This is an optimization exercise on Yosys and OpenROAD, whose aim is small area, a short achievable clock period and few clock cycles, not a production implementation.
The RTL was checked by simulation tests, not by an equivalence proof against the original design.
Power and IR drop assume default switching activity.

// duty_cycled_particle_averager
module duty_cycled_particle_averager
(
    input  wire logic        clk,
    input  wire logic        rst_n,
    input  wire logic        s_tvalid,
    output logic             s_tready,
    input  wire logic [87:0] s_tdata,
    output logic             m_tvalid,
    input  wire logic        m_tready,
    output logic      [63:0] m_tdata,
    input  wire logic        psel,
    input  wire logic        penable,
    input  wire logic        pwrite,
    input  wire logic [3:0]  paddr,
    input  wire logic [31:0] pwdata,
    output logic      [31:0] prdata,
    output logic             pready
);
export LEC_CHECK = 0
export ABC_AREA = 1
export CAP_MARGIN = 20
export CORE_MARGIN = 2
export CORE_UTILIZATION = 60
export CTS_CLUSTER_DIAMETER = 60
export CTS_CLUSTER_SIZE = 20
export SETUP_SLACK_MARGIN = 4.8
export SLEW_MARGIN = 20
create_clock -name core_clock -period 8.0 [get_ports {clk}]
standard.sh (not shown) runs the stock make flow with config.mk's settings and CLKGATE_MAP_FILE= SYNTH_SCRIPT=/design/flow/synth_recipe.tcl, a recipe that flattens the netlist after the stock synthesis.
==> flow/flow/run.sh <==
#!/bin/bash
# The standard layout (the standard.sh, all steps through finish), with
# the port buffers that placement inserts made of sky130_fd_sc_hd__buf_2
# cells instead of the buffer_ports default. Every port still gets its own
# buffer. make's full output goes to layout.log in the work folder; ORFS's
# per-step logs stay under orfs/logs/.
set -euo pipefail
bash standard.sh "BUFFER_PORTS_ARGS=-buffer_cell sky130_fd_sc_hd__buf_2" finish > layout.log 2>&1
The first run finished with timing, DRC and antenna clean.
Testbench counts at the start, summed over its fixed seeds: cycles 9,553.
Rerun with:
- CTS_CLUSTER_DIAMETER: 60 -> 80
- CTS_CLUSTER_SIZE: 20 -> 30
- SETUP_SLACK_MARGIN: 4.8 -> 5.0
=> Routed wire length is higher by roughly a tenth. Fmax stays flat. Power climbs by a little under a tenth. Design area goes up by a few percent.
Rerun with:
- CTS_CLUSTER_SIZE: 30 -> 25
- SETUP_SLACK_MARGIN: 5.0 -> 4.8
After rerunning: The new run went through all stages and came out clean. Cell area falls by 6.2%. Non-clock buffer count came out lower by 74. Sequential share of layout area climbs by 2.1 points. Power falls by 11%. Register-to-register slack is better by 90 ps. Count of clock-buffer cells in the layout is higher by 3.
Rerun with:
- CORE_UTILIZATION: 60 -> 70
- PLACE_DENSITY: not set -> 0.72
Outcome:
- cell area stays flat
- hold slack gains 11 ps
- total power is higher slightly
- global-route usage went up by 6.1 points
- setup slack loses 110 ps
- sequential share of layout area hardly moves
- maximum frequency is lower by a few percent

* * *

duty_cycled_particle_averager again, from the RTL that the note above started with.
Settings: LEC_CHECK=0, ABC_AREA=1, CAP_MARGIN=5, CORE_MARGIN=2, CORE_UTILIZATION=60, CTS_CLUSTER_DIAMETER=80, CTS_CLUSTER_SIZE=25, SETUP_SLACK_MARGIN=4.8, SLEW_MARGIN=5; clock period 8.0 ns.
Scripts as last shown in full above: flow/flow/run.sh
The first run passed the timing, design-rule and antenna checks.
Testbench counts at the start, summed over its fixed seeds: cycles 9,553.
Change:
--- a/flow/config.mk
+++ b/flow/config.mk
@@ -7,9 +7,9 @@
 export LEC_CHECK = 0
 export ABC_AREA = 1
-export CAP_MARGIN = 5
+export CAP_MARGIN = 20
 export CORE_MARGIN = 2
 export CORE_UTILIZATION = 60
 export CTS_CLUSTER_DIAMETER = 80
-export CTS_CLUSTER_SIZE = 25
-export SETUP_SLACK_MARGIN = 4.8
-export SLEW_MARGIN = 5
+export CTS_CLUSTER_SIZE = 30
+export SETUP_SLACK_MARGIN = 4.3
+export SLEW_MARGIN = 20
Result:
- The changed run went through all stages and came out clean
- cell count goes down by 1.1%
- wire length shrinks by 2.6%
- sequential share of layout area grows by 0.89 points
- clock-buffer cell count goes down by 5
- design area went down by 2.6%
- setup slack loses 0.38 ns
- flip-flop and latch count stays the same
Change:
--- a/flow/config.mk
+++ b/flow/config.mk
@@ -11,5 +11,5 @@
 export CORE_UTILIZATION = 60
 export CTS_CLUSTER_DIAMETER = 80
-export CTS_CLUSTER_SIZE = 30
-export SETUP_SLACK_MARGIN = 4.3
+export CTS_CLUSTER_SIZE = 25
+export SETUP_SLACK_MARGIN = 4.9
 export SLEW_MARGIN = 20
Routed wire length grows by a few percent.
Final area grows by a few percent.
Register-to-register slack is better by 0.46 ns.
Total power grows by a few percent.
Area after synthesis does not change.
Die area stays the same.
Change:
--- a/flow/config.mk
+++ b/flow/config.mk
@@ -11,5 +11,5 @@
 export CORE_UTILIZATION = 60
 export CTS_CLUSTER_DIAMETER = 80
-export CTS_CLUSTER_SIZE = 25
-export SETUP_SLACK_MARGIN = 4.9
+export CTS_CLUSTER_SIZE = 30
+export SETUP_SLACK_MARGIN = 4.5
 export SLEW_MARGIN = 20
=> Wire length goes down by 4.9%. Core utilization goes down by 3.0 points. Design area goes down by 4.3%.

re-timing with driven ports:
The results above use ideal ports. As a check the final layouts listed here were re-extracted and re-timed, cells and wires unchanged. Step 1: set_driving_cell puts a clkbuf_16 on clk and a buf_2 on each other input, an assumption about the parent block. Step 2 moves the port delays by t, midway between the first and last clock arrival at a register: inputs arrive t later, outputs are due t later. That takes back most of the time a late clock gives input paths. a / b / c = no drivers / after step 1 / after step 2; a / b = the first two.
| run | t, ns | setup slack, ns | slew at the worst register clock pin (ns) |
|---|---|---|---|
| the first run of note 1 | 0.642 | 4.776 / 4.800 / 4.158 | 0.08 / 0.08 |
| the second run of note 1 | 0.686 | 4.771 / 4.790 / 4.104 | 0.11 / 0.11 |
| the third run of note 1 | 0.676 | 4.834 / 4.857 / 4.181 | 0.10 / 0.10 |
| the fourth run of note 1 | 0.659 | 4.729 / 4.751 / 4.092 | 0.10 / 0.10 |
| the first run of note 2 | 0.676 | 4.836 / 4.860 / 4.183 | 0.10 / 0.10 |
| the second run of note 2 | 0.674 | 4.458 / 4.458 / 3.851 | 0.11 / 0.11 |
| the third run of note 2 | 0.669 | 4.854 / 4.876 / 4.207 | 0.10 / 0.10 |
| the fourth run of note 2 | 0.671 | 4.593 / 4.625 / 3.960 | 0.11 / 0.11 |
After both steps every run listed still meets setup and hold. For the second run of note 1, which loses most, drivers alone change the setup slack by +0.019 ns; drivers and shift together by -0.667 ns.
